Background: an optimization exercise with open tools, aiming at small area and a short achievable clock period. Do not read the settings as production practice.
RTL that was checked went through simulation tests only; none was proved equivalent to the original.
Function not checked in runs 1 to 4: the RTL went through the layout flow alone.
No activity file was given, so power comes from the tool's default toggle rates.

==> design/flow/design.v <==
`default_nettype none
module wbps_rdata #(
   parameter int LO = 0
) (
   input  wire logic [2:0]    index,
   input  wire logic [7:0]    pattern_low_n,
   input  wire logic [7:0]    pattern_high_n,
   input  wire logic [7:0]    wildcard_mask_n,
   input  wire logic [4:0]    pattern_length_n,
   input  wire logic [7:0]    region_base_n,
   output logic      [7:0]    prdata
);
   always_comb begin
      for (int i = 0; i < 8; i++) begin
         case (index)
            3'd0:    prdata[i] = !pattern_low_n[i];
            3'd1:    prdata[i] = !pattern_high_n[i];
            3'd2:    prdata[i] = (LO + i < 16) ? !wildcard_mask_n[i] : 1'b0;
            3'd3:    prdata[i] = (LO + i < 5) ? !pattern_length_n[i % 5] : 1'b0;
            3'd4:    prdata[i] = !region_base_n[i];
            default: prdata[i] = 1'b0;
         endcase
      end
   end
endmodule
`default_nettype wire
`default_nettype none
module wbps_match (
   input  wire logic [7:0]   data,
   input  wire logic [127:0] pattern,
   input  wire logic [15:0]  wildcard_mask,
   output logic [15:0]       match
);
   always_comb begin
      for (int i = 0; i < 16; i++) begin
         match[i] = wildcard_mask[i] || (data == pattern[8 * i +: 8]);
      end
   end
endmodule
`default_nettype wire
`default_nettype none
module wbps_core (
   input  wire logic          clock,
   input  wire logic          reset,
   input  wire logic          psel,
   input  wire logic          penable,
   input  wire logic          pwrite,
   input  wire logic [5:0]    paddr,
   input  wire logic [63:0]   pwdata,
   output logic               pready,
   output logic [127:0]       pattern_n,
   output logic [15:0]        wildcard_mask_n,
   output logic [4:0]         pattern_length_n,
   output logic [63:0]        region_base_n,
   input  wire logic          req_valid,
   output logic               req_ready,
   input  wire logic [7:0]    req_data_byte,
   input  wire logic          req_last_byte,
   output logic               rsp_valid,
   input  wire logic          rsp_ready,
   output logic               rsp_found,
   output logic [63:0]        rsp_match_address
);
   localparam int OFFSET_BITS = 32;    
   localparam int W = OFFSET_BITS;
   localparam int HI = 64 - W;         
   localparam int HQ = HI / 8;
   logic [63:0] pattern_low_n_ff, pattern_high_n_ff, region_base_n_ff;
   logic [15:0] wildcard_mask_n_ff;
   logic [4:0]  pattern_length_n_ff;
   logic [HQ:1] hi_ones_q_ff, hi_ones_q_in;    
   logic [7:1]  hi_ones_r_ff, hi_ones_r_in;    
   logic [2:0]  index;
   logic        write_strobe;
   logic [63:0] wdata;
   logic [6:0]  hi_ones;
   assign index = paddr[5:3];
   assign write_strobe = psel && penable && pwrite;
   assign wdata = reset ? 64'd0 : pwdata;
   assign pready = 1'b1;
   assign pattern_n = {pattern_high_n_ff, pattern_low_n_ff};
   assign wildcard_mask_n = wildcard_mask_n_ff;
   assign pattern_length_n = pattern_length_n_ff;
   assign region_base_n = region_base_n_ff;
   always_comb begin
      hi_ones = 7'(HI);
      for (int k = HI - 1; k >= 0; k--) begin
         if (!wdata[W + k]) hi_ones = 7'(k);
      end
      for (int j = 1; j <= HQ; j++) begin
         hi_ones_q_in[j] = (hi_ones >= 7'(8 * j));
      end
      for (int b = 1; b < 8; b++) begin
         hi_ones_r_in[b] = (hi_ones[2:0] >= 3'(b));
      end
   end
   always_ff @(posedge clock) begin
      if (reset || (write_strobe && index == 3'd0)) pattern_low_n_ff <= ~wdata;
      if (reset || (write_strobe && index == 3'd1)) pattern_high_n_ff <= ~wdata;
      if (reset || (write_strobe && index == 3'd2)) wildcard_mask_n_ff <= ~wdata[15:0];
      if (reset || (write_strobe && index == 3'd3)) pattern_length_n_ff <= ~wdata[4:0];
      if (reset || (write_strobe && index == 3'd4)) begin
         region_base_n_ff <= ~wdata;
         hi_ones_q_ff <= hi_ones_q_in;
         hi_ones_r_ff <= hi_ones_r_in;
      end
   end
   logic [127:0] pattern;
   logic [15:0] wildcard_mask;
   logic [4:0]  pattern_length;
   logic [63:0] region_base;
   logic        in_valid_ff;
   logic [7:0]  in_byte_ff;
   logic        in_last_ff;
   logic        first_ff;       
   logic        done_ff;        
   logic [4:0]  count_ff;       
   logic [14:0] prefix_ff;
   logic [W:0]  addr_ff;        
   logic        out_valid_ff;
   logic        out_found_ff;
   logic        advance, step;
   logic [4:0]  length;
   logic [16:0] length_sel;
   logic [15:0] match;
   logic [15:0] prefix;
   logic        done;
   logic        hit;
   logic [4:0]  count_next;
   logic        full;
   logic [W-1:0] stop_offset;
   logic [W-1:0] stop_carry_in;
   logic [W-1:0] stop_carry_out;
   logic        stop;
   logic        inc;
   logic [W:0]  addr_cur;
   logic [W:0]  addr_ones;
   logic [HQ:0] q_ones;
   logic [7:0]  r_ones;
   logic [HI-1:0] base_ones;
   assign pattern = {~pattern_high_n_ff, ~pattern_low_n_ff};
   assign wildcard_mask = ~wildcard_mask_n_ff;
   assign pattern_length = ~pattern_length_n_ff;
   assign region_base = ~region_base_n_ff;
   assign advance = !out_valid_ff || rsp_ready;
   assign step = in_valid_ff && advance;
   assign req_ready = !in_valid_ff || advance;
   assign length = (pattern_length > 5'd16) ? 5'd16 : pattern_length;
   always_comb begin
      for (int l = 0; l <= 16; l++) begin
         length_sel[l] = (length == 5'(l));
      end
   end
   wbps_match u_match (
      .data          (in_byte_ff),
      .pattern       (pattern),
      .wildcard_mask (wildcard_mask),
      .match         (match)
   );
   always_comb begin
      prefix[0] = match[0];
      for (int i = 1; i < 16; i++) begin
         prefix[i] = match[i] && prefix_ff[i - 1] && !first_ff;
      end
   end
   assign done = done_ff && !first_ff;
   assign hit = |(length_sel[16:1] & prefix) && !done;
   assign count_next = first_ff ? 5'd1 : (count_ff[4] ? count_ff : count_ff + 5'd1);
   assign full = (count_next >= length);
   assign stop_offset = {{(W-5){1'b1}}, ~length};
   assign stop_carry_in = region_base[W-1:0] ^ stop_offset ^ addr_ff[W-1:0];
   assign stop_carry_out = (region_base[W-1:0] & stop_offset)
      | ((region_base[W-1:0] | stop_offset) & ~addr_ff[W-1:0]);
   assign stop = !first_ff && (stop_carry_in == {stop_carry_out[W-2:0], 1'b0});
   assign inc = full && !hit && !stop;
   assign addr_cur = first_ff ? {1'b0, region_base[W-1:0]} : addr_ff;
   assign q_ones = {hi_ones_q_ff, 1'b1};
   assign r_ones = {hi_ones_r_ff, 1'b1};
   always_comb begin
      addr_ones[0] = 1'b1;
      for (int k = 1; k <= W; k++) begin
         addr_ones[k] = addr_ones[k - 1] && addr_cur[k - 1];
      end
      for (int k = 0; k < HI; k++) begin
         base_ones[k] = q_ones[k / 8 + 1] || (q_ones[k / 8] && r_ones[k % 8]);
      end
   end
   always_ff @(posedge clock) begin
      if (reset) begin
         in_valid_ff <= 1'b0;
         first_ff <= 1'b1;
         out_valid_ff <= 1'b0;
      end else begin
         if (req_ready) in_valid_ff <= req_valid;
         if (step) first_ff <= in_last_ff;
         if (advance) out_valid_ff <= step && (hit || (in_last_ff && !done));
      end
   end
   always_ff @(posedge clock) begin
      if (req_ready) begin
         in_byte_ff <= req_data_byte;
         in_last_ff <= req_last_byte;
      end
      if (step) begin
         done_ff <= done || hit;
         count_ff <= count_next;
         prefix_ff <= prefix[14:0];
         addr_ff <= addr_cur ^ (addr_ones & {(W+1){inc}});
         out_found_ff <= hit;
      end
   end
   assign rsp_valid = out_valid_ff;
   assign rsp_found = out_found_ff;
   assign rsp_match_address = out_found_ff
      ? {region_base[63:W] ^ (base_ones & {HI{addr_ff[W]}}), addr_ff[W-1:0]} : 64'd0;
endmodule
`default_nettype wire
`default_nettype none
module wildcard_byte_pattern_search (
   input  wire logic          clock,
   input  wire logic          reset,
   input  wire logic          req_valid,
   output logic               req_ready,
   input  wire logic [7:0]    req_data_byte,
   input  wire logic          req_last_byte,
   output logic               rsp_valid,
   input  wire logic          rsp_ready,
   output logic               rsp_found,
   output logic [63:0]        rsp_match_address,
   input  wire logic          psel,
   input  wire logic          penable,
   input  wire logic          pwrite,
   input  wire logic [5:0]    paddr,
   input  wire logic [63:0]   pwdata,
   output logic      [63:0]   prdata,
   output logic               pready
);
   logic [127:0] pattern_n;
   logic [15:0]  wildcard_mask_n;
   logic [4:0]   pattern_length_n;
   logic [63:0]  region_base_n;
   wbps_core u_core (
      .clock             (clock),
      .reset             (reset),
      .psel              (psel),
      .penable           (penable),
      .pwrite            (pwrite),
      .paddr             (paddr),
      .pwdata            (pwdata),
      .pready            (pready),
      .pattern_n         (pattern_n),
      .wildcard_mask_n   (wildcard_mask_n),
      .pattern_length_n  (pattern_length_n),
      .region_base_n     (region_base_n),
      .req_valid         (req_valid),
      .req_ready         (req_ready),
      .req_data_byte     (req_data_byte),
      .req_last_byte     (req_last_byte),
      .rsp_valid         (rsp_valid),
      .rsp_ready         (rsp_ready),
      .rsp_found         (rsp_found),
      .rsp_match_address (rsp_match_address)
   );
   for (genvar s = 0; s < 8; s++) begin : g_read
      wbps_rdata #(.LO(8 * s)) u_rdata (
         .index            (paddr[5:3]),
         .pattern_low_n    (pattern_n[8 * s +: 8]),
         .pattern_high_n   (pattern_n[64 + 8 * s +: 8]),
         .wildcard_mask_n  (wildcard_mask_n[(s < 2 ? 8 * s : 0) +: 8]),
         .pattern_length_n (pattern_length_n),
         .region_base_n    (region_base_n[8 * s +: 8]),
         .prdata           (prdata[8 * s +: 8])
      );
   end
endmodule
`default_nettype wire
==> design/flow/flow/run.sh <==
#!/bin/bash
# The standard layout (standard.sh), with two placement and clock-tree choices:
# the port buffers that placement inserts are sky130_fd_sc_hd__buf_1, and the
# clock tree is built without dummy loads. make's output goes to standard.log;
# each ORFS step keeps its own log under orfs/logs.
set -euo pipefail
export BUFFER_PORTS_ARGS="-buffer_cell sky130_fd_sc_hd__buf_1"
export CTS_ARGS="-sink_clustering_enable -repair_clock_nets -sink_clustering_size 20 -sink_clustering_max_diameter 50 -buf_list sky130_fd_sc_hd__clkbuf_8 -dont_use_dummy_load"
bash standard.sh > standard.log 2>&1
==> design/flow/standard.sh <==
#!/bin/bash
# synth_recipe.tcl (not shown) runs the flow's synth.tcl, then flattens the netlist and writes it again
# the make line also repeats each setting of config.mk as NAME=value (left out here)
make -C /OpenROAD-flow-scripts/flow DESIGN_CONFIG=/design/flow/config.mk WORK_HOME=/design/flow/orfs CLKGATE_MAP_FILE= SYNTH_SCRIPT=/design/flow/synth_recipe.tcl "${@:-finish}"
==> design/flow/config.mk <==
export PLATFORM = sky130hd
export DESIGN_NAME = wildcard_byte_pattern_search
export DESIGN_NICKNAME = wildcard_byte_pattern_search
export VERILOG_FILES = /design/flow/design.v
export SDC_FILE = /design/flow/constraint.sdc
export NUM_CORES = 4
export LEC_CHECK = 0
export CAP_MARGIN = 20
export CORE_MARGIN = 2
export CORE_UTILIZATION = 40
export CTS_BUF_LIST = sky130_fd_sc_hd__clkbuf_8
export CTS_CLUSTER_DIAMETER = 50
export CTS_CLUSTER_SIZE = 20
export PLACE_DENSITY = 0.75
export SETUP_SLACK_MARGIN = 3.3
export SLEW_MARGIN = 20
export SYNTH_HIERARCHICAL = 1
export SYNTH_MINIMUM_KEEP_SIZE = 0
export TNS_END_PERCENT = 20
==> design/flow/constraint.sdc <==
create_clock -name core_clock -period 7.2 [get_ports {clock}]
set_input_delay 1.4400 -clock core_clock [delete_from_list [all_inputs] [get_ports {clock}]]
set_output_delay 1.4400 -clock core_clock [all_outputs]
set_load 0.01 [all_outputs]
==> qor.txt, run 1 <==
Status: timing/DRC/antenna clean
Worst Skew: 59.27 ps
CP cell instances: clkbuf_16 -> buf_12 -> nand2b_4 -> o22a_1 -> o22ai_2 -> buf_2
Final Core Density: 0.4684
Die width: 214.6 um
Synth Net Count: 1,711
Largest net degree at the start of global routing: 75
Gpl congestion: 0.9603
P&R area growth vs syn: 16.20%
DR vias: 13.47k
Final WS setup: 3150 ps
DRC Markers: 0
Ports: 218
First-pass GRT wire length: 82,350 um
H-tree depth: 1
CP peak stage delay: 250 ps
Clock power share: 0.234
Hold Buf Count CTS: 0
Cells after Synth: 1,587
VDD IR-drop max: 0.0001380 V
Setup CP Type: in -> out
Crit end category: output pin
Max Transition Viols Final: 0
# setup viols final: 0
Register share of total power: 0.544
Combinational share of power: 0.221
Main synth FF type: edfxtp_1
Clk slew on worst S/H paths: 60 ps
Crit path launch type: input pin
Sum Neg Setup Slack: 0 ps
Final wirelength: 55,800 um
Syn Area/Cell: 11.18 um^2
Core area: 44,030 um^2
Mapped Area: 17,750 um^2
Number of I/O port buffers: 213
Worst Max-Slew Pin Slew: 984.9 ps
Yosys warns: 16
Worst slack, placed: 2240 ps
Number of global-route vias before repair: 13.34k
Die span in y: 214.6 um
CP Data Arrival Time: 2610 ps
Commonest non-fill, non-tap cell in the layout: edfxtp_1
Initial antenna violation count: 2
First drt pass iteration count: 5
# rows: 77
Final net count: 1,930
PD cells: 190.9 nW/um^2
CTS tree: done
Most frequent cells in the layout: edfxtp_1, buf_1, inv_1
EDFF count, synth: 288
Hpwl dp: 37,160 um
Slowest cell on crit path: o22ai_2
Fin. Hold Viols: 0
Post-synth ARST share: 0
Via density: 5.618
Die area: 46,070 um^2
Tmin final: 4050 ps
Initial Util: 0.4031
Layout cells sized above 1: 0.1458
Netlist cell types: 87
Fmax: 246.9 MHz
Drt wl/cell: 23.28 um
Max Root-Sink Buffers: 3
Grt total ovfl: 0
Period utilisation layout: 0.5626
Worst Path Required: 5760 ps
Clock Tree Root: clkbuf_8
Leakage: 7.930 nW
HP Class: reg -> reg
Sw Share: 0.3004
Clock latency on the worst-skew pair: 630 ps
Seq/Total Area, Yosys: 0.4907
All-layer global routing usage: 0.2341
Detail Route Antenna Nets: 0
Sw Pwr: 1.183 mW
Clk sinks: 291
Internal power: 2.754 mW
DRT iter0 DRCs: 1,397
CTS Buf Count: 31
Synth Register Bits: 291
Worst relative slew slack: 0.3412
Crit-path max FO: 7
RSZ-0062 raised after global routing: yes
MaxCap Viol Count: 0
## metal layers
metal	routed length (um)	GRT usage
met1	22430	0.2999
met3	4764	0.04652
met4	1666	0.07222
met5	11	0
met2	26930	0.3994
## power by group through the flow
stage	logic (mW)	registers (mW)	clock network [mW]
floorplan	0.549	2.12	0
global placement	0.742	2.16	0
global route	0.940	2.16	0.997
CTS	0.855	2.14	0.932
finish	0.872	2.14	0.923
detailed placement	0.757	2.17	0
## synth_stat cells, drive strengths merged (16+ instances only)
| library cell | number | share of area |
|---|---|---|
| o32ai | 45 | 0.022 |
| mux2i | 23 | 0.013 |
| nand2 | 94 | 0.020 |
| nand2b | 25 | 0.0088 |
| mux2 | 52 | 0.037 |
| ha | 33 | 0.023 |
| edfxtp | 288 | 0.49 |
| nor4b | 22 | 0.014 |
| xnor2 | 94 | 0.046 |
| a21oi | 45 | 0.013 |
| nor2b | 33 | 0.012 |
| a41o | 16 | 0.0090 |
| o21ai | 44 | 0.013 |
| xor2 | 139 | 0.069 |
| clkbuf | 39 | 0.0082 |
| nor3 | 28 | 0.0085 |
| nor4 | 32 | 0.013 |
| buf | 48 | 0.026 |
| nand3 | 19 | 0.0056 |
| inv | 177 | 0.037 |
| nor2 | 64 | 0.014 |
| and2 | 68 | 0.024 |
## per-module statistics from Yosys, one instance, submodules excluded, excerpt
module      cell area, um^2  flip-flops and latches
wbps_core             14140                     291
wbps_match             1584                       0
## registers in the layout, indices dropped and copies added, names as in the netlist, 4 cells and up
name                        cells
u_core.addr_ff                 33
u_core.pattern_low_n_ff        64
u_core.pattern_length_n_ff      5
u_core.region_base_n_ff        64
u_core.wildcard_mask_n_ff      16
u_core.hi_ones_q_ff             4
u_core.count_ff                 5
u_core.pattern_high_n_ff       64
u_core.in_byte_ff               8
u_core.hi_ones_r_ff             7
u_core.prefix_ff               15
## final timing paths
| check | startpoint | end | slack (ps) | cells past startpoint |
|---|---|---|---|---|
| setup / recovery | paddr[5] | prdata[3] | 3150 | 6 |
| hold / removal | u_core.in_last_ff | u_core.first_ff | 510 | 2 |
| setup reg to reg | u_core.in_byte_ff[6] | u_core.addr_ff[9] | 3380 | 12 |
| hold reg to reg | u_core.in_last_ff | u_core.first_ff | 510 | 2 |
## worst max-delay path: cells and delay by family
family	cells	cell delay, ps
AO/OA/AOI/OAI	2	490
buffers and inverters	3	480
AND/OR/NAND/NOR	1	180
## cells by family (layout without fill, tap and decap cells)
kind of cell / after synthesis / after routing / share of synthesized area
buf+inv: 265 / 482 / 0.07155
compound gates: 229 / 229 / 0.09256
flops: 291 / 291 / 0.4907
mux: 76 / 76 / 0.05104
xor+xnor: 233 / 233 / 0.1150
fa+ha+maj: 38 / 38 / 0.02890
other cells: 1 / 2 / 0.0002113
simple gates: 454 / 454 / 0.1501
## repair_timing
| item | in CTS | in global routing |
|---|---|---|
| gates cloned | 17 | 0 |
| resized for setup | 124 | 19 |
| buffers inserted | 18 | 3 |
| pin swaps | 20 | 3 |
| endpoints found under the setup margin | 143 | 106 |
## cell type report
type,instances,area (um^2)
flip-flops and latches,291,8710
multi-input cells,1031,8284
inverters,178,685.7
well taps,592,740.7
fillers,3974,23400
repair buffers,273,1774
clock buffers,31,426.7
diodes,1,2.502
## through the flow
step / power (mW) / hold slack [ps] / area [um^2] / instances
final: 3.937 / 514.8 / 20620 / 2397
after global routing: 4.093 / 543.0 / 20620 / 2397
after CTS: 3.923 / 521.0 / 20510 / 2393
after detailed placement: 2.927 / 505.4 / 18950 / 2327
after global placement: 2.905 / 487.6 / 18950 / 2327
after floorplan: 2.668 / 474.4 / 17810 / 1587
==> inputs of run 2 (changes only) <==
--- a/design/flow/design.v
+++ b/design/flow/design.v
@@ -112,3 +112,3 @@
    logic        in_valid_ff;
-   logic [7:0]  in_byte_ff;
+   logic [15:0] in_match_ff;
    logic        in_last_ff;
@@ -154,3 +154,3 @@
    wbps_match u_match (
-      .data          (in_byte_ff),
+      .data          (req_data_byte),
       .pattern       (pattern),
@@ -160,5 +160,5 @@
    always_comb begin
-      prefix[0] = match[0];
+      prefix[0] = in_match_ff[0];
       for (int i = 1; i < 16; i++) begin
-         prefix[i] = match[i] && prefix_ff[i - 1] && !first_ff;
+         prefix[i] = in_match_ff[i] && prefix_ff[i - 1] && !first_ff;
       end
@@ -200,3 +200,3 @@
       if (req_ready) begin
-         in_byte_ff <= req_data_byte;
+         in_match_ff <= match;
          in_last_ff <= req_last_byte;
==> qor.txt, run 2 <==
DRT iter0 DRCs: 1,244 (-11%)
# rows: 77 (unchanged)
Fin. Hold Viols: 0 (unchanged)
Worst slack, placed: 2190 ps (-49.29 ps)
Sum Neg Setup Slack: 0 ps (unchanged)
EDFF count, synth: 296 (+2.8%)
Period utilisation layout: 0.5589 (-0.003661)
Clk slew on worst S/H paths: 70 ps (about the same)
CP peak stage delay: 410 ps (+160 ps)
DRC Markers: 0 (unchanged)
Clk sinks: 299 (+2.7%)
Met3 routed WL: 4501 um (-5.5%)
RSZ-0062 raised after global routing: yes
Slowest cell on crit path: or3b_1
Seq/Total Area, Yosys: 0.4975 (+0.006802)
Synth Register Bits: 299 (+2.7%)
CP Data Arrival Time: 2580 ps (-30 ps)
Max Root-Sink Buffers: 3 (unchanged)
Multi-input logic area: 8339 um^2 (+0.66%)
Met2 routed WL: 26,210 um (-2.7%)
MaxCap Viol Count: 0 (unchanged)
Most frequent cells in the layout: edfxtp_1, buf_1, inv_1
Netlist cell types: 87 (unchanged)
Hold Buf Count CTS: 0 (unchanged)
Tmin final: 4024 ps (-26.36 ps)
PD cells: 192.8 nW/um^2 (+0.98%)
Via density: 5.681 (+1.1%)
Worst Hold Path Cells: 2 (unchanged)
Worst Max-Slew Pin Slew: 877.2 ps (-107.6 ps)
Worst Path Required: 5760 ps (about the same)
Family with the most delay on the worst path: buffers and inverters
Crit path launch type: input pin
All-layer global routing usage: 0.2255 (-0.008586)
Max Transition Viols Final: 0 (unchanged)
Drt wl/cell: 22.92 um (-1.5%)
Largest net degree at the start of global routing: 76 (+1.3%)
Commonest non-fill, non-tap cell in the layout: edfxtp_1
Synth cell count leaders: edfxtp_1, inv_1, xor2_1
Worst Skew: 80.14 ps (+20.87 ps)
DR vias: 13.59k (+0.92%)
First-pass GRT wire length: 80,130 um (-2.7%)
Clock Tree Root: clkbuf_8
Clock latency on the worst-skew pair: 670 ps (+40 ps)
Flop2flop setup slack: 3440 ps (+60 ps)
Leakage: 7.859 nW (-0.90%)
Hpwl dp: 36,920 um (-0.62%)
Setup CP Type: in -> out
Fmax: 248.5 MHz (+0.65%)
Synth Net Count: 1,719 (+0.47%)
Cells after Synth: 1,595 (+0.50%)
Dominant cell by count in the synthesized netlist: edfxtp_1
# setup viols final: 0 (unchanged)
Area contributors post-synth: edfxtp_1, xor2_1, xnor2_1, inv_1, and2_1
Crit path depth: 5 (-1)
Area leader, netlist: edfxtp_1
Reg area: 8950 um^2 (+2.8%)
Met1 Routed Length: 22,120 um (-1.4%)
Leading registers by flop count: u_core.pattern_high_n_ff: 64 flops, u_core.pattern_low_n_ff: 64 flops, u_core.region_base_n_ff: 64 flops
WP buf/inv: 2 (-1)
VDD IR-drop max: 0.0001115 V (-19%)
Syn Area/Cell: 11.28 um^2 (+0.85%)
CTS tree: done
Initial antenna violation count: 2 (unchanged)
Max Used Layer: met5
Worst R2R Path Depth: 11 (-1)
Ports: 218 (unchanged)
Core area: 44,320 um^2 (+0.66%)
Layout cells sized above 1: 0.1417 (-0.004042)
Number of I/O port buffers: 213 (unchanged)
Detail Route Antenna Nets: 0 (unchanged)
HP Class: reg -> reg
Fillcell total: 4,051 (+1.9%)
CP cell instances: clkbuf_16 -> or3b_1 -> o32ai_1 -> a21o_1 -> buf_1
Final net count: 1,925 (-0.26%)
Mapped Area: 17,990 um^2 (+1.4%)
First drt pass iteration count: 6 (+1)
Grt total ovfl: 0 (unchanged)
H-tree depth: 1 (unchanged)
Yosys top cell area share: 0.4941 (+0.006847)
P&R area growth vs syn: 14.95%
Number of global-route vias before repair: 13.28k (-0.49%)
Status: timing/DRC/antenna clean
Final wirelength: 54,830 um (-1.7%)
Crit-path max FO: 8 (+1)
Main synth FF type: edfxtp_1
CTS Buf Count: 30 (-3.2%)
Worst relative slew slack: 0.4152 (+0.07401)
Gpl congestion: 0.9024 (-6.0%)
Die span in y: 216.1 um (+0.66%)
Crit end category: output pin
Post-synth ARST share: 0 (unchanged)
Yosys warns: 16 (unchanged)
Initial Util: 0.4059 (+0.002792)
Final WS setup: 3176 ps (+26.36 ps)
Die width: 216.1 um (+0.66%)
Die area: 46,680 um^2 (+1.3%)
==> run 2: path summary, 6_finish.rpt <==
kind | startpoint | to
max | paddr[3] | prdata[5]
min | u_core.in_last_ff | u_core.first_ff
max reg2reg | u_core.first_ff | u_core.addr_ff[9]
min reg2reg | u_core.in_last_ff | u_core.first_ff
==> run 2: per-layer routing <==
layer  track usage  vias to the layer above
met4       0.07694                        2
met1        0.2961                     6657
met5             0                        -
met3       0.03368                      119
met2        0.3813                      746
li1              -                     6066
==> run 2: worst reg2reg max path, delay by kind of cell, from the launching register on <==
kind | cells | cell delay (ps)
AOI/OAI and AO/OA | 4 | 1280
buffers and inverters | 4 | 1040
DFF | 1 | 320
and+or+nand+nor | 3 | 850
==> run 2: cell families after synthesis <==
group,Yosys count,share of synthesized area
other cells,1,0.0002085
flops,299,0.4975
simple gates,454,0.1481
mux,76,0.05036
buf+inv,265,0.07060
xor+xnor,233,0.1134
compound gates,229,0.09133
fa+ha+maj,38,0.02852
==> run 2: layout make-up <==
type / instances / share of cell area
antenna: 1 / 0.0001210
tap: 592 / 0.03582
sequential: 299 / 0.4328
multi-input combinational: 1031 / 0.4033
clock buffer: 30 / 0.01997
inverter: 178 / 0.03304
timing repair buffer: 261 / 0.07491
==> run 2: through the flow <==
stage,util,hold WS [ps],cells,total power [mW],area (um^2)
after CTS,0.4631,512.4,2385,3.968,20520
after global placement,0.4329,443.2,2336,2.961,19180
after detailed placement,0.4329,441.0,2336,2.984,19180
after global routing,0.4665,539.8,2391,4.122,20670
after floorplan,-,426.8,1595,2.723,18050
final,0.4666,508.3,2392,3.986,20680
==> run 2: Yosys stat by module, one instance, submodules excluded, excerpt <==
module | area [um^2] | flops+latches | times used
wbps_core | 14390 | 299 | 1
wbps_match | 1584 | 0 | 1
==> run 2: report_power, final <==
part | switching (mW) | internal (mW)
clock | 0.567 | 0.368
combinational | 0.501 | 0.344
sequential | 0.130 | 2.08
==> run 2: timing repair <==
item                                    in CTS  in global routing
pin swaps                                    8                  1
cloned                                      10                  2
setup buffers                                9                  4
gates resized for setup                    134                 17
endpoints found under the setup margin     114                101
==> inputs of run 3 (changes only) <==
--- a/design/flow/design.v
+++ b/design/flow/design.v
@@ -112,3 +112,3 @@
    logic        in_valid_ff;
-   logic [15:0] in_match_ff;
+   logic [7:0]  in_byte_ff;
    logic        in_last_ff;
@@ -154,3 +154,3 @@
    wbps_match u_match (
-      .data          (req_data_byte),
+      .data          (in_byte_ff),
       .pattern       (pattern),
@@ -160,5 +160,5 @@
    always_comb begin
-      prefix[0] = in_match_ff[0];
+      prefix[0] = match[0];
       for (int i = 1; i < 16; i++) begin
-         prefix[i] = in_match_ff[i] && prefix_ff[i - 1] && !first_ff;
+         prefix[i] = match[i] && prefix_ff[i - 1] && !first_ff;
       end
@@ -200,3 +200,3 @@
       if (req_ready) begin
-         in_match_ff <= match;
+         in_byte_ff <= req_data_byte;
          in_last_ff <= req_last_byte;
==> design/flow/flow/run.sh (replaced) <==
#!/bin/bash
# The standard layout (standard.sh), with these placement and clock-tree
# choices: the port buffers that placement inserts are sky130_fd_sc_hd__buf_1,
# the clock tree is built without dummy loads, and after floorplan the
# read-data logic is rebuilt as a NAND-NAND selection (flow/rdata.tcl). make's
# output goes to standard.log; each ORFS step keeps its own log under orfs/logs.
set -euo pipefail
export BUFFER_PORTS_ARGS="-buffer_cell sky130_fd_sc_hd__buf_1"
export CTS_ARGS="-sink_clustering_enable -repair_clock_nets -sink_clustering_size 20 -sink_clustering_max_diameter 50 -buf_list sky130_fd_sc_hd__clkbuf_8 -dont_use_dummy_load"
export POST_FLOORPLAN_TCL="$PWD/flow/rdata.tcl"
bash standard.sh > standard.log 2>&1
==> design/flow/flow/rdata.tcl (new file) <==
# Rebuild the read-data logic (prdata from paddr[5:3] and the configuration
# registers) as one decode of paddr and a NAND-NAND selection per bit, so that
# paddr passes through three gates; then remove the cells that only fed the
# old read-data logic. Runs after floorplan, before placement.
set block [ord::get_db_block]
set rd_count 0

proc rd_master {name} {
  set m [[ord::get_db] findMaster sky130_fd_sc_hd__$name]
  if {$m eq "NULL"} { error "no master $name" }
  return $m
}

proc rd_net {} {
  global block rd_count
  incr rd_count
  return [odb::dbNet_create $block "rd_net_$rd_count"]
}

proc rd_inst {master conns} {
  global block rd_count
  incr rd_count
  set inst [odb::dbInst_create $block [rd_master $master] "rd_inst_$rd_count"]
  foreach {pin net} $conns {
    set it [$inst findITerm $pin]
    if {$it eq "NULL"} { error "no pin $pin on $master" }
    $it connect $net
  }
  return $inst
}

# the registers' outputs (the values are kept inverted)
array set reg_q {}
foreach inst [$block getInsts] {
  if {[regexp {^u_\w+\.(pattern_low_n_ff|pattern_high_n_ff|wildcard_mask_n_ff|pattern_length_n_ff|region_base_n_ff)\\?\[(\d+)\\?\]} \
         [$inst getName] -> reg bit]} {
    foreach it [$inst getITerms] {
      if {[$it isOutputSignal]} { set reg_q($reg,$bit) [$it getNet] }
    }
  }
}
if {[array size reg_q] != 213} { error "found [array size reg_q] register outputs, expected 213" }

set a3 [$block findNet {paddr[3]}]
set a4 [$block findNet {paddr[4]}]
set a5 [$block findNet {paddr[5]}]

# one-hot decode of paddr[5:3]
set sel0 [rd_net]; rd_inst nor3_1  [list A $a5 B $a4 C $a3 Y $sel0]
set sel1 [rd_net]; rd_inst nor3b_1 [list A $a5 B $a4 C_N $a3 Y $sel1]
set sel2 [rd_net]; rd_inst nor3b_1 [list A $a5 B $a3 C_N $a4 Y $sel2]
set sel3 [rd_net]; rd_inst and3b_1 [list A_N $a5 B $a4 C $a3 X $sel3]
set sel4 [rd_net]; rd_inst nor3b_1 [list A $a4 B $a3 C_N $a5 Y $sel4]

for {set b 0} {$b < 64} {incr b} {
  set port [$block findNet "prdata\[$b\]"]
  set pairs [list $sel0 $reg_q(pattern_low_n_ff,$b) $sel1 $reg_q(pattern_high_n_ff,$b)]
  if {$b < 16} { lappend pairs $sel2 $reg_q(wildcard_mask_n_ff,$b) }
  if {$b < 5} { lappend pairs $sel3 $reg_q(pattern_length_n_ff,$b) }
  lappend pairs $sel4 $reg_q(region_base_n_ff,$b)
  # term = !(sel && value), value = !q
  set terms {}
  foreach {sel q} $pairs {
    set t [rd_net]
    rd_inst nand2b_1 [list A_N $q B $sel Y $t]
    lappend terms $t
  }
  # detach the old driver of prdata[b]
  foreach it [$port getITerms] {
    if {[$it isOutputSignal]} { $it disconnect }
  }
  switch [llength $terms] {
    3 { rd_inst nand3_1 [list A [lindex $terms 0] B [lindex $terms 1] C [lindex $terms 2] Y $port] }
    4 { rd_inst nand4_1 [list A [lindex $terms 0] B [lindex $terms 1] C [lindex $terms 2] D [lindex $terms 3] Y $port] }
    5 {
      set u [rd_net]
      rd_inst and2_1 [list A [lindex $terms 3] B [lindex $terms 4] X $u]
      rd_inst nand4_1 [list A [lindex $terms 0] B [lindex $terms 1] C [lindex $terms 2] D $u Y $port]
    }
  }
}

# remove the combinational cells whose outputs no longer reach anything
set removed 0
set changed 1
while {$changed} {
  set changed 0
  foreach inst [$block getInsts] {
    set master [$inst getMaster]
    if {[$master isSequential]} { continue }
    set outs 0
    set used 0
    foreach it [$inst getITerms] {
      if {![$it isOutputSignal]} { continue }
      incr outs
      set net [$it getNet]
      if {$net eq "NULL"} { continue }
      if {[llength [$net getITerms]] > 1 || [llength [$net getBTerms]] > 0} { set used 1 }
    }
    if {$outs > 0 && !$used} {
      set nets {}
      foreach it [$inst getITerms] {
        set net [$it getNet]
        if {$net ne "NULL"} { lappend nets $net }
      }
      odb::dbInst_destroy $inst
      foreach net $nets {
        if {[llength [$net getITerms]] == 0 && [llength [$net getBTerms]] == 0} { odb::dbNet_destroy $net }
      }
      incr removed
      set changed 1
    }
  }
}
puts "rdata.tcl: rebuilt prdata, removed $removed cells"
--- a/design/flow/config.mk
+++ b/design/flow/config.mk
@@ -16,4 +16,2 @@
 export SLEW_MARGIN = 20
-export SYNTH_HIERARCHICAL = 1
-export SYNTH_MINIMUM_KEEP_SIZE = 0
 export TNS_END_PERCENT = 20
==> qor.txt, run 3 <==
Area leader, netlist: edfxtp_1
Adder-cell share of the synthesized area: 0.03085 (+0.002337)
Largest family of logic cells by synthesized area: simple AND/OR/NAND/NOR gates
Complex-gate fraction of the synthesized area: 0.09896 (+0.007635)
Synth Net Count: 1,566 (-8.9%)
Synth cell count leaders: edfxtp_1, xor2_1, nand2_1
Failed at: floorplan
# rows: 74 (-3.9%)
Status: aborted with a tool error
Area contributors post-synth: edfxtp_1, xor2_1, mux2_2, xnor2_1, o22a_1
Simple logic cell fraction of the synthesized area: 0.1402 (-0.007882)
Die span in y: 207.9 um (-3.8%)
Yosys top cell area share: 0.5202 (+0.02605)
Synth Area in XOR/XNOR: 0.1206 (+0.007190)
Stop Error: Error: floorplan.tcl, 161 can't read "block": no such variable
Yosys warns: 10 (-6)
Dominant cell by count in the synthesized netlist: edfxtp_1
Initial Util: 0.4063 (about the same)
Mux cell area share after synthesis: 0.05193 (+0.001568)
Die width: 207.9 um (-3.8%)
Netlist cell types: 74 (-15%)
EDFF count, synth: 288 (-2.7%)
Synth Register Bits: 291 (-2.7%)
Cells after Synth: 1,442 (-9.6%)
Main synth FF type: edfxtp_1
Seq/Total Area, Yosys: 0.5238 (+0.02632)
Post-synth ARST share: 0 (unchanged)
Mapped Area: 16,630 um^2 (-7.6%)
Syn Area/Cell: 11.53 um^2 (+2.2%)
## run 3: kinds of logic after synthesis
logic type	Yosys count
AND/OR/NAND/NOR	443
flip-flops	291
AO/OA/AOI/OAI	234
XOR/XNOR	229
buffers and inverters	128
multiplexers	78
adder cells (fa/ha/maj)	38
other	1
==> inputs of run 4 (changes only) <==
--- a/design/flow/flow/rdata.tcl
+++ b/design/flow/flow/rdata.tcl
@@ -5,3 +5,4 @@
 set block [ord::get_db_block]
-set rd_count 0
+set ::rd_block $block
+set ::rd_count 0
 
@@ -14,5 +15,4 @@
 proc rd_net {} {
-  global block rd_count
-  incr rd_count
-  return [odb::dbNet_create $block "rd_net_$rd_count"]
+  incr ::rd_count
+  return [odb::dbNet_create $::rd_block "rd_net_$::rd_count"]
 }
@@ -20,5 +20,4 @@
 proc rd_inst {master conns} {
-  global block rd_count
-  incr rd_count
-  set inst [odb::dbInst_create $block [rd_master $master] "rd_inst_$rd_count"]
+  incr ::rd_count
+  set inst [odb::dbInst_create $::rd_block [rd_master $master] "rd_inst_$::rd_count"]
   foreach {pin net} $conns {
==> qor.txt, run 4 <==
HP Class: reg -> reg
Die area: 43,210 um^2
EDFF count, synth: 288 (unchanged)
Leading registers by flop count: u_core.pattern_high_n_ff: 64 flops, u_core.pattern_low_n_ff: 64 flops, u_core.region_base_n_ff: 64 flops
Area leader, netlist: edfxtp_1
Clk sinks: 291
Slowest cell on crit path: buf_2
Grt total ovfl: 0
Gpl congestion: 0.8963
Via density: 5.655
All-layer global routing usage: 0.2325
Final net count: 1,879
Post-synth ARST share: 0 (unchanged)
Number of I/O port buffers: 213
WP buf/inv: 5
Final wirelength: 53,650 um
First-pass GRT wire length: 76,620 um
Syn Area/Cell: 11.53 um^2 (unchanged)
Fillcell total: 3,749
Detail Route Antenna Nets: 0
Worst relative slew slack: 0.2981
Layout cells sized above 1: 0.1329
Clk slew on worst S/H paths: 80 ps
Clock latency on the worst-skew pair: 660 ps
Tmin final: 4054 ps
Synth Register Bits: 291 (unchanged)
RSZ-0062 raised after global routing: yes
Dpl cells: 2,202
CTS Buf Count: 31
VDD IR-drop max: 0.0001431 V
Period utilisation layout: 0.5630
Most used cell along the critical path: buf_12
Max Transition Viols Final: 0
Most frequent cells in the layout: edfxtp_1, nand2b_1, xor2_1
DR vias: 12.93k
CP Data Arrival Time: 2610 ps
Family with the most delay on the worst path: buffers and inverters
DRC Markers: 0
Crit end category: output pin
# setup viols final: 0
Clock Tree Root: clkbuf_8
Worst Skew: 76.98 ps
Crit path launch type: input pin
Worst Path Required: 5760 ps
PD cells: 194.5 nW/um^2
Sum Neg Setup Slack: 0 ps
Ports: 218
Leakage: 7.396 nW
CTS tree: done
Yosys warns: 10 (unchanged)
Finished Layout Cells: 2,286
Initial antenna violation count: 2
Number of global-route vias before repair: 12.65k
# rows: 74 (unchanged)
Mapped Area: 16,630 um^2 (unchanged)
Fin. Hold Viols: 0
DRT iter0 DRCs: 1,366
First drt pass iteration count: 6
Commonest non-fill, non-tap cell in the layout: edfxtp_1
Seq/Total Area, Yosys: 0.5238 (unchanged)
P&R area growth vs syn: 19.58%
Max Root-Sink Buffers: 3
Die span in y: 207.9 um (unchanged)
Area contributors post-synth: edfxtp_1, xor2_1, mux2_2, xnor2_1, o22a_1
Final WS setup: 3146 ps
Hold Buf Count CTS: 0
Die width: 207.9 um (unchanged)
Cells after Synth: 1,442 (unchanged)
Main synth FF type: edfxtp_1
Hold WS: 508.3 ps
Status: timing/DRC/antenna clean
CP cell instances: buf_12 -> nor3b_4 -> buf_6 -> buf_12 -> buf_16 -> nand2b_4 -> nand4_1 -> buf_2
Final Core Density: 0.4858
Worst slack, placed: 2268 ps
CP peak stage delay: 230 ps
Synth Net Count: 1,566 (unchanged)
Synth cell count leaders: edfxtp_1, xor2_1, nand2_1
MaxCap Viol Count: 0
Hpwl dp: 34,050 um
Dominant cell by count in the synthesized netlist: edfxtp_1
Setup CP Type: in -> out
Drt wl/cell: 23.47 um
Fmax: 246.7 MHz
Core area: 40,920 um^2
H-tree depth: 1
Largest net degree at the start of global routing: 69
Initial Util: 0.4063 (unchanged)
Yosys top cell area share: 0.5202 (unchanged)
Worst Max-Slew Pin Slew: 1053 ps
Crit-path max FO: 6
Netlist cell types: 74 (unchanged)
[run 4: cell counts after synthesis]
Identical to the previous run, type by type.
[run 4: worst reg2reg max path, stage by stage, from the launching register on]
cell and delay, ps:
edfxtp_1 520, buf_4 350, xor2_1 190, nand4_1 110, o21ai_0 310, nand3_1 210, o32ai_1 510, o2111ai_2 320
o211ai_4 370, buf_4 220, or3_1 110, a21oi_1 60, a211o_1 280
[run 4: kinds of logic (layout without fill, tap and decap cells)]
| group | Yosys count | count (layout) | share of synthesized area |
|---|---|---|---|
| AND/OR/NAND/NOR | 443 | 677 | 0.1402 |
| flip-flops | 291 | 291 | 0.5238 |
| AO/OA/AOI/OAI | 234 | 153 | 0.09896 |
| XOR/XNOR | 229 | 229 | 0.1206 |
| buffers and inverters | 128 | 353 | 0.03341 |
| multiplexers | 78 | 11 | 0.05193 |
| adder cells (fa/ha/maj) | 38 | 38 | 0.03086 |
| other | 1 | 2 | 0.0002256 |
[run 4: area by class of cell]
cell class | count | area, um^2 | area share
clock buffer | 31 | 426.7 | 0.02146
tap | 532 | 665.6 | 0.03348
sequential | 291 | 8710 | 0.4381
multi-input combinational | 1109 | 7881 | 0.3964
antenna | 1 | 2.502 | 0.0001259
inverter | 38 | 145.1 | 0.007300
timing repair buffer | 284 | 2051 | 0.1031
[run 4: worst paths after layout]
kind              cells past startpoint  slack [ps]                  from                   to
setup reg to reg                     12        3380  u_core.in_byte_ff[0]   u_core.addr_ff[11]
hold / removal                        2         510   u_core.out_valid_ff  u_core.out_valid_ff
hold reg to reg                       2         510   u_core.out_valid_ff  u_core.out_valid_ff
setup / recovery                      8        3150              paddr[5]            prdata[9]
[run 4: where the power goes]
part | switching (mW) | internal (mW) | total (mW)
clock network | 0.567 | 0.380 | 0.946
registers | 0.126 | 2.02 | 2.14
logic | 0.447 | 0.330 | 0.777
[run 4: stage by stage]
step | cell area, um^2 | power, mW
4_1_cts | 19400 | 3.829
6_report | 19880 | 3.868
3_3_place_gp | 18010 | 2.824
3_5_place_dp | 18010 | 2.844
5_1_grt | 19880 | 4.004
2_1_floorplan | 16700 | 2.630
[run 4: timing repair]
item / 4_1_cts / 5_1_grt
endpoints found under the setup margin: 105 / 119
setup buffers: 25 / 9
cloned: 10 / 7
resized for setup: 133 / 41
pin swaps: 24 / 11
[run 4: per-layer routing]
metal  track usage  up-vias  part of all wire
li1              -     5786                 -
met1        0.2998     6273              0.39
met2        0.3795      727              0.47
met3       0.05204      139             0.096
met4       0.09367        2             0.044
met5             0        -           0.00028
==> inputs of run 5 (changes only) <==
==> design/flow/design.v (replaced) <==
`default_nettype none
module wbps_regs (
   input  wire logic          clock,
   input  wire logic          reset,
   input  wire logic          psel,
   input  wire logic          penable,
   input  wire logic          pwrite,
   input  wire logic [5:0]    paddr,
   input  wire logic [63:0]   pwdata,
   output logic      [63:0]   prdata,
   output logic               pready,
   output logic [127:0]       pattern,
   output logic [15:0]        wildcard_mask,
   output logic [4:0]         pattern_length,
   output logic [63:0]        region_base,
   output logic [5:0]         region_base_hi_ones
);
   localparam int OFFSET_BITS = 32;    
   logic [63:0] pattern_low_ff, pattern_high_ff, region_base_ff;
   logic [15:0] wildcard_mask_ff;
   logic [4:0]  pattern_length_ff;
   logic [63:0] pattern_low_n_ff, pattern_high_n_ff, region_base_n_ff;
   logic [15:0] wildcard_mask_n_ff;
   logic [4:0]  pattern_length_n_ff;
   logic [63:0] wdata_n;
   logic [2:0]  index;
   logic        write_strobe;
   logic [63:0] wdata;
   logic [5:0]  base_hi_ones_ff, base_hi_ones_in;
   assign index = paddr[5:3];
   assign write_strobe = psel && penable && pwrite;
   assign wdata = reset ? 64'd0 : pwdata;
   assign wdata_n = ~wdata;
   assign pattern_low_ff = ~pattern_low_n_ff;
   assign pattern_high_ff = ~pattern_high_n_ff;
   assign region_base_ff = ~region_base_n_ff;
   assign wildcard_mask_ff = ~wildcard_mask_n_ff;
   assign pattern_length_ff = ~pattern_length_n_ff;
   assign pready = 1'b1;
   assign pattern = {pattern_high_ff, pattern_low_ff};
   assign wildcard_mask = wildcard_mask_ff;
   assign pattern_length = pattern_length_ff;
   assign region_base = region_base_ff;
   assign region_base_hi_ones = base_hi_ones_ff;
   always_comb begin
      base_hi_ones_in = 6'(64 - OFFSET_BITS);
      for (int k = 63 - OFFSET_BITS; k >= 0; k--) begin
         if (!wdata[OFFSET_BITS + k]) base_hi_ones_in = 6'(k);
      end
   end
   always_ff @(posedge clock) begin
      if (reset || (write_strobe && index == 3'd0)) pattern_low_n_ff <= wdata_n;
      if (reset || (write_strobe && index == 3'd1)) pattern_high_n_ff <= wdata_n;
      if (reset || (write_strobe && index == 3'd2)) wildcard_mask_n_ff <= wdata_n[15:0];
      if (reset || (write_strobe && index == 3'd3)) pattern_length_n_ff <= wdata_n[4:0];
      if (reset || (write_strobe && index == 3'd4)) begin
         region_base_n_ff <= wdata_n;
         base_hi_ones_ff <= base_hi_ones_in;
      end
   end
   wbps_rdata u_rdata (
      .index          (index),
      .pattern_low    (pattern_low_ff),
      .pattern_high   (pattern_high_ff),
      .wildcard_mask  (wildcard_mask_ff),
      .pattern_length (pattern_length_ff),
      .region_base    (region_base_ff),
      .prdata         (prdata)
   );
endmodule
`default_nettype wire
`default_nettype none
module wbps_rdata (
   input  wire logic [2:0]    index,
   input  wire logic [63:0]   pattern_low,
   input  wire logic [63:0]   pattern_high,
   input  wire logic [15:0]   wildcard_mask,
   input  wire logic [4:0]    pattern_length,
   input  wire logic [63:0]   region_base,
   output logic      [63:0]   prdata
);
   logic [63:0] pair0, pair1, low4, high4;
   assign pair0 = index[0] ? pattern_high : pattern_low;
   assign pair1 = index[0] ? {59'd0, pattern_length} : {48'd0, wildcard_mask};
   assign low4 = index[1] ? pair1 : pair0;
   assign high4 = (index[1] || index[0]) ? 64'd0 : region_base;
   assign prdata = index[2] ? high4 : low4;
endmodule
`default_nettype wire
`default_nettype none
module wbps_match (
   input  wire logic [7:0]   data,
   input  wire logic [127:0] pattern,
   input  wire logic [15:0]  wildcard_mask,
   output logic [15:0]       match
);
   always_comb begin
      for (int i = 0; i < 16; i++) begin
         match[i] = wildcard_mask[i] || (data == pattern[8 * i +: 8]);
      end
   end
endmodule
`default_nettype wire
`default_nettype none
module wbps_core (
   input  wire logic          clock,
   input  wire logic          reset,
   input  wire logic [127:0]  pattern,
   input  wire logic [15:0]   wildcard_mask,
   input  wire logic [4:0]    pattern_length,
   input  wire logic [63:0]   region_base,
   input  wire logic [5:0]    region_base_hi_ones,
   input  wire logic          req_valid,
   output logic               req_ready,
   input  wire logic [7:0]    req_data_byte,
   input  wire logic          req_last_byte,
   output logic               rsp_valid,
   input  wire logic          rsp_ready,
   output logic               rsp_found,
   output logic [63:0]        rsp_match_address
);
   localparam int OFFSET_BITS = 32;    
   localparam int W = OFFSET_BITS;
   logic        in_valid_ff;
   logic [7:0]  in_byte_ff;
   logic        in_last_ff;
   logic        first_ff;       
   logic        done_ff;        
   logic [4:0]  count_ff;       
   logic [14:0] prefix_ff;
   logic [W:0]  addr_ff;        
   logic        out_valid_ff;
   logic        out_found_ff;
   logic        advance, step;
   logic [4:0]  length;
   logic [16:0] length_sel;
   logic [15:0] match;
   logic [15:0] prefix;
   logic        done;
   logic        hit;
   logic [4:0]  count_next;
   logic        full;
   logic [W-1:0] stop_offset;
   logic [W-1:0] stop_carry_in;
   logic [W-1:0] stop_carry_out;
   logic        stop;
   logic        inc;
   logic [W:0]  addr_cur;
   logic [W:0]  addr_ones;
   logic [63-W:0] base_ones;
   assign advance = !out_valid_ff || rsp_ready;
   assign step = in_valid_ff && advance;
   assign req_ready = !in_valid_ff || advance;
   assign length = (pattern_length > 5'd16) ? 5'd16 : pattern_length;
   always_comb begin
      for (int l = 0; l <= 16; l++) begin
         length_sel[l] = (length == 5'(l));
      end
   end
   wbps_match u_match (
      .data          (in_byte_ff),
      .pattern       (pattern),
      .wildcard_mask (wildcard_mask),
      .match         (match)
   );
   always_comb begin
      prefix[0] = match[0];
      for (int i = 1; i < 16; i++) begin
         prefix[i] = match[i] && prefix_ff[i - 1] && !first_ff;
      end
   end
   assign done = done_ff && !first_ff;
   assign hit = |(length_sel[16:1] & prefix) && !done;
   assign count_next = first_ff ? 5'd1 : (count_ff[4] ? count_ff : count_ff + 5'd1);
   assign full = (count_next >= length);
   assign stop_offset = {{(W-5){1'b1}}, ~length};
   assign stop_carry_in = region_base[W-1:0] ^ stop_offset ^ addr_ff[W-1:0];
   assign stop_carry_out = (region_base[W-1:0] & stop_offset)
      | ((region_base[W-1:0] | stop_offset) & ~addr_ff[W-1:0]);
   assign stop = !first_ff && (stop_carry_in == {stop_carry_out[W-2:0], 1'b0});
   assign inc = full && !hit && !stop;
   assign addr_cur = first_ff ? {1'b0, region_base[W-1:0]} : addr_ff;
   always_comb begin
      addr_ones[0] = 1'b1;
      for (int k = 1; k <= W; k++) begin
         addr_ones[k] = addr_ones[k - 1] && addr_cur[k - 1];
      end
      for (int k = 0; k < 64 - W; k++) begin
         base_ones[k] = (region_base_hi_ones >= 6'(k));
      end
   end
   always_ff @(posedge clock) begin
      if (reset) begin
         in_valid_ff <= 1'b0;
         first_ff <= 1'b1;
         out_valid_ff <= 1'b0;
      end else begin
         if (req_ready) in_valid_ff <= req_valid;
         if (step) first_ff <= in_last_ff;
         if (advance) out_valid_ff <= step && (hit || (in_last_ff && !done));
      end
   end
   always_ff @(posedge clock) begin
      if (req_ready) begin
         in_byte_ff <= req_data_byte;
         in_last_ff <= req_last_byte;
      end
      if (step) begin
         done_ff <= done || hit;
         count_ff <= count_next;
         prefix_ff <= prefix[14:0];
         addr_ff <= addr_cur ^ (addr_ones & {(W+1){inc}});
         out_found_ff <= hit;
      end
   end
   assign rsp_valid = out_valid_ff;
   assign rsp_found = out_found_ff;
   assign rsp_match_address = out_found_ff
      ? {region_base[63:W] ^ (base_ones & {(64-W){addr_ff[W]}}), addr_ff[W-1:0]} : 64'd0;
endmodule
`default_nettype wire
`default_nettype none
module wildcard_byte_pattern_search (
   input  wire logic          clock,
   input  wire logic          reset,
   input  wire logic          req_valid,
   output logic               req_ready,
   input  wire logic [7:0]    req_data_byte,
   input  wire logic          req_last_byte,
   output logic               rsp_valid,
   input  wire logic          rsp_ready,
   output logic               rsp_found,
   output logic [63:0]        rsp_match_address,
   input  wire logic          psel,
   input  wire logic          penable,
   input  wire logic          pwrite,
   input  wire logic [5:0]    paddr,
   input  wire logic [63:0]   pwdata,
   output logic      [63:0]   prdata,
   output logic               pready
);
   logic [127:0] pattern;
   logic [15:0]  wildcard_mask;
   logic [4:0]   pattern_length;
   logic [63:0]  region_base;
   logic [5:0]   region_base_hi_ones;
   wbps_regs u_regs (
      .clock          (clock),
      .reset          (reset),
      .psel           (psel),
      .penable        (penable),
      .pwrite         (pwrite),
      .paddr          (paddr),
      .pwdata         (pwdata),
      .prdata         (prdata),
      .pready         (pready),
      .pattern        (pattern),
      .wildcard_mask  (wildcard_mask),
      .pattern_length (pattern_length),
      .region_base    (region_base),
      .region_base_hi_ones (region_base_hi_ones)
   );
   wbps_core u_core (
      .clock             (clock),
      .reset             (reset),
      .pattern           (pattern),
      .wildcard_mask     (wildcard_mask),
      .pattern_length    (pattern_length),
      .region_base       (region_base),
      .region_base_hi_ones (region_base_hi_ones),
      .req_valid         (req_valid),
      .req_ready         (req_ready),
      .req_data_byte     (req_data_byte),
      .req_last_byte     (req_last_byte),
      .rsp_valid         (rsp_valid),
      .rsp_ready         (rsp_ready),
      .rsp_found         (rsp_found),
      .rsp_match_address (rsp_match_address)
   );
endmodule
`default_nettype wire
--- a/design/flow/flow/rdata.tcl
+++ b/design/flow/flow/rdata.tcl
@@ -5,4 +5,3 @@
 set block [ord::get_db_block]
-set ::rd_block $block
-set ::rd_count 0
+set rd_count 0
 
@@ -15,4 +14,5 @@
 proc rd_net {} {
-  incr ::rd_count
-  return [odb::dbNet_create $::rd_block "rd_net_$::rd_count"]
+  global block rd_count
+  incr rd_count
+  return [odb::dbNet_create $block "rd_net_$rd_count"]
 }
@@ -20,4 +20,5 @@
 proc rd_inst {master conns} {
-  incr ::rd_count
-  set inst [odb::dbInst_create $::rd_block [rd_master $master] "rd_inst_$::rd_count"]
+  global block rd_count
+  incr rd_count
+  set inst [odb::dbInst_create $block [rd_master $master] "rd_inst_$rd_count"]
   foreach {pin net} $conns {
--- a/design/flow/config.mk
+++ b/design/flow/config.mk
@@ -14,3 +14,3 @@
 export PLACE_DENSITY = 0.75
-export SETUP_SLACK_MARGIN = 3.3
+export SETUP_SLACK_MARGIN = 3.2
 export SLEW_MARGIN = 20
==> qor.txt, run 5 <==
Post-synth ARST share: 0 (unchanged)
Dominant cell by count in the synthesized netlist: edfxtp_1
# rows: 73 (-1.4%)
Synth Net Count: 1,597 (+2.0%)
Mapped Area: 16,320 um^2 (-1.8%)
Area leader, netlist: edfxtp_1
EDFF count, synth: 283 (-1.7%)
Cells after Synth: 1,473 (+2.1%)
Stop Error: Error: floorplan.tcl, 161 can't read "block": no such variable
Synth cell count leaders: edfxtp_1, xor2_1, nor2_1
Status: aborted with a tool error
Die width: 206.0 um (-0.91%)
Synth Register Bits: 286 (-1.7%)
Failed at: floorplan
Seq/Total Area, Yosys: 0.5244 (+0.0006384)
Area contributors post-synth: edfxtp_1, xor2_1, mux2i_1, nor2_1, nand2_1
Yosys warns: 3 (-7)
Netlist cell types: 69 (-6.8%)
Main synth FF type: edfxtp_1
Syn Area/Cell: 11.08 um^2 (-3.9%)
Die span in y: 206.0 um (-0.91%)
Yosys top cell area share: 0.5207 (+0.0005705)
Initial Util: 0.4079 (+0.001664)
[run 5: cell count changes after synthesis, moves of 20 or more]
cell     previous run  this run
o22a_1             65         0
xnor2_1            72        52
nand2_1           106       127
mux2_2             66        14
nor2b_1            30         8
a21oi_1            36        73
nor2_1             85       145
mux2i_1            12        57
[run 5: logic make-up after synthesis]
| logic type | count (synthesis) | share of synthesized area |
|---|---|---|
| simple gates | 499 | 0.1528 |
| flops | 286 | 0.5244 |
| xor+xnor | 226 | 0.1213 |
| compound gates | 225 | 0.08319 |
| buf+inv | 122 | 0.03512 |
| mux | 76 | 0.05152 |
| fa+ha+maj | 38 | 0.03143 |
| other cells | 1 | 0.0002298 |
==> inputs of run 6 (changes only) <==
--- a/design/flow/flow/rdata.tcl
+++ b/design/flow/flow/rdata.tcl
@@ -5,3 +5,4 @@
 set block [ord::get_db_block]
-set rd_count 0
+set ::rd_block $block
+set ::rd_count 0
 
@@ -14,5 +15,4 @@
 proc rd_net {} {
-  global block rd_count
-  incr rd_count
-  return [odb::dbNet_create $block "rd_net_$rd_count"]
+  incr ::rd_count
+  return [odb::dbNet_create $::rd_block "rd_net_$::rd_count"]
 }
@@ -20,5 +20,4 @@
 proc rd_inst {master conns} {
-  global block rd_count
-  incr rd_count
-  set inst [odb::dbInst_create $block [rd_master $master] "rd_inst_$rd_count"]
+  incr ::rd_count
+  set inst [odb::dbInst_create $::rd_block [rd_master $master] "rd_inst_$::rd_count"]
   foreach {pin net} $conns {
==> qor.txt, run 6 <==
Ports: 218
Worst Path Required: 5760 ps
Main synth FF type: edfxtp_1
P&R area growth vs syn: 15.25%
Worst slack, placed: 2444 ps
DRC Markers: 0
GR Layer Usage met1: 0.3272
Tmin final: 4063 ps
Max Root-Sink Buffers: 3
First drt pass iteration count: 5
Global routing usage on met3: 0.04084
Grt total ovfl: 0
Leading registers by flop count: u_regs.pattern_high_n_ff: 64 flops, u_regs.pattern_low_n_ff: 64 flops, u_regs.region_base_n_ff: 64 flops
Detail Route Antenna Nets: 0
Cells after Synth: 1,473 (unchanged)
Clock latency on the worst-skew pair: 590 ps
Status: timing/DRC/antenna clean
GR Util met2: 0.3792
Max Transition Viols Final: 0
MaxCap Viol Count: 0
First-pass GRT wire length: 73,970 um
HP Class: reg -> reg
Sw Pwr: 1.096 mW
Internal power: 2.692 mW
DRT iter0 DRCs: 1,332
Crit path launch type: input pin
Worst relative slew slack: 0.2482
Fmax: 246.1 MHz
Leakage: 6.849 nW
VDD IR-drop max: 0.0001396 V
Largest net degree at the start of global routing: 71
DR vias: 12.61k
Post-synth ARST share: 0 (unchanged)
Final WS setup: 3137 ps
Combinational share of power: 0.192
RSZ-0062 raised after global routing: yes
Via density: 5.625
Netlist cell types: 69 (unchanged)
Synth Register Bits: 286 (unchanged)
Die width: 206.0 um (unchanged)
# setup viols final: 0
Yosys top cell area share: 0.5207 (unchanged)
Family with the most delay on the worst path: buffers and inverters
CP peak stage delay: 200 ps
CTS tree: done
Number of global-route vias before repair: 11.89k
Initial Util: 0.4079 (unchanged)
Core area: 40,010 um^2
Final net count: 1,843
ANT cells: 0
Worst Skew: 98.54 ps
Drt wl/cell: 22.58 um
WP buf/inv: 5
Hpwl dp: 34,430 um
Register share of total power: 0.554
Seq/Total Area, Yosys: 0.5244 (unchanged)
Area contributors post-synth: edfxtp_1, xor2_1, mux2i_1, nor2_1, nand2_1
Area leader, netlist: edfxtp_1
Die span in y: 206.0 um (unchanged)
All-layer global routing usage: 0.2359
Clock power share: 0.254
Most frequent cells in the layout: edfxtp_1, nand2b_1, buf_1
Layout cells sized above 1: 0.08853
Die area: 42,430 um^2
Mapped Area: 16,320 um^2 (unchanged)
GRT Max-Usage Layer: met2
Synth cell count leaders: edfxtp_1, xor2_1, nor2_1
Slowest cell on crit path: buf_16
Synth Net Count: 1,597 (unchanged)
EDFF count, synth: 283 (unchanged)
Dominant cell by count in the synthesized netlist: edfxtp_1
Final wirelength: 50,620 um
Number of I/O port buffers: 213
Worst Max-Slew Pin Slew: 1128 ps
Sum Neg Setup Slack: 0 ps
CTS Buf Count: 34
Setup CP Type: in -> out
Crit end category: output pin
Fin. Hold Viols: 0
Syn Area/Cell: 11.08 um^2 (unchanged)
CP cell instances: buf_12 -> buf_12 -> nor3_4 -> buf_12 -> buf_16 -> nand2b_1 -> nand4_1 -> buf_2
Clk slew on worst S/H paths: 50 ps
Gpl congestion: 0.9368
Most used cell along the critical path: buf_12
Crit-path max FO: 32
Period utilisation layout: 0.5643
Initial antenna violation count: 2
Clock Tree Root: clkbuf_8
H-tree depth: 2
Sw Share: 0.2892
Yosys warns: 3 (unchanged)
Clk sinks: 286
# rows: 73 (unchanged)
CP Data Arrival Time: 2620 ps
PD cells: 201.4 nW/um^2
Hold Buf Count CTS: 0
Commonest non-fill, non-tap cell in the layout: edfxtp_1
Fillcell total: 3,724
-- run 6: cells by family after synthesis --
group                    share of synthesized area
AND/OR/NAND/NOR                             0.1528
flip-flops                                  0.5244
XOR/XNOR                                    0.1213
AO/OA/AOI/OAI                              0.08319
buffers and inverters                      0.03512
multiplexers                               0.05152
adder cells (fa/ha/maj)                    0.03143
other                                    0.0002298
-- run 6: worst min-delay path: cells and delay by family, from the launching register on --
| kind | cells | cell delay, ps |
|---|---|---|
| flops | 1 | 310 |
| compound gates | 1 | 70 |
| simple gates | 1 | 80 |
-- run 6: worst paths after layout --
check,to,slack [ps],cells past startpoint,from
setup / recovery,prdata[15],3140,8,paddr[3]
hold / removal,u_core.out_valid_ff,510,2,u_core.out_valid_ff
hold reg to reg,u_core.out_valid_ff,510,2,u_core.out_valid_ff
setup reg to reg,u_core.addr_ff[32],3340,12,u_core.first_ff
-- run 6: final cells by class --
cell class | instances | area (um^2) | share of cell area
multi-input cells | 1096 | 7476 | 0.3975
well taps | 525 | 656.9 | 0.03493
inverters | 38 | 145.1 | 0.007717
repair buffers | 263 | 1503 | 0.07990
flip-flops and latches | 286 | 8559 | 0.4551
clock buffers | 34 | 467.9 | 0.02488
-- run 6: power groups by stage --
stage          clock (mW)  combinational [mW]  sequential, mW
2_1_floorplan           0               0.490            2.09
3_3_place_gp            0               0.662            2.13
3_5_place_dp            0               0.673            2.13
4_1_cts             0.976               0.711            2.10
5_1_grt              1.04               0.785            2.11
6_report            0.962               0.726            2.10
-- run 6: layer usage --
layer / vias up / wire [um]
li1: 5671 / -
met1: 6148 / 20960
met2: 695 / 23510
met3: 96 / 4713
met4: 2 / 1428
met5: - / 12
-- run 6: timing repair --
action,4_1_cts,5_1_grt
endpoints found under the hold margin,0,0
buffers inserted,13,8
cloned,6,0
gates resized for setup,69,8
setup endpoints to repair,101,108
pin swaps,8,2
-- run 6: through the flow --
step	total power [mW]	cells	util	hold slack, ps	cell area, um^2
finish	3.788	2242	0.4701	513.3	18810
global route	3.942	2242	0.4701	551.0	18810
CTS	3.784	2233	0.4675	520.3	18700
detailed placement	2.807	2180	0.4435	514.7	17740
global placement	2.789	2180	0.4435	492.7	17740
floorplan	2.579	1473	-	468.3	16400

[re-timing with driven ports]
In the flow no input, the clock included, has a driving cell. The finished layouts below were timed again as built, in two steps.
Step 1 sets driving cells, clkbuf_16 on the clock port and buf_2 on the other inputs (assumed; they add their load-dependent delay and slew).
Step 2 adds t to the input delays and takes it off the output delays; t is the mean of the earliest and latest rising clock arrival at the registers after step 1. Input paths then give back, and output paths get back, about the clock's delay inside the block.
Slacks: no drivers / after step 1 / after step 2; pairs: no drivers / after step 1.
run | t (ns) | setup slack, ns | hold WS [ns] | worst setup path at the end | latest minus earliest clock arrival (ns)
run 1 | 0.651 | 3.150 / 2.929 / 2.929 | 0.515 / 0.515 / 0.515 | input to output | 0.061 / 0.061
run 2 | 0.682 | 3.176 / 2.934 / 2.934 | 0.508 / 0.508 / 0.508 | input to output | 0.080 / 0.080
run 4 | 0.667 | 3.146 / 3.090 / 3.090 | 0.508 / 0.508 / 0.508 | input to output | 0.077 / 0.077
run 6 | 0.583 | 3.137 / 3.076 / 3.076 | 0.513 / 0.513 / 0.513 | input to output | 0.098 / 0.098
After both steps setup and hold are still met in every run listed. For run 2, which loses most, drivers alone change the setup slack by -0.242 ns; drivers and shift together by -0.242 ns.
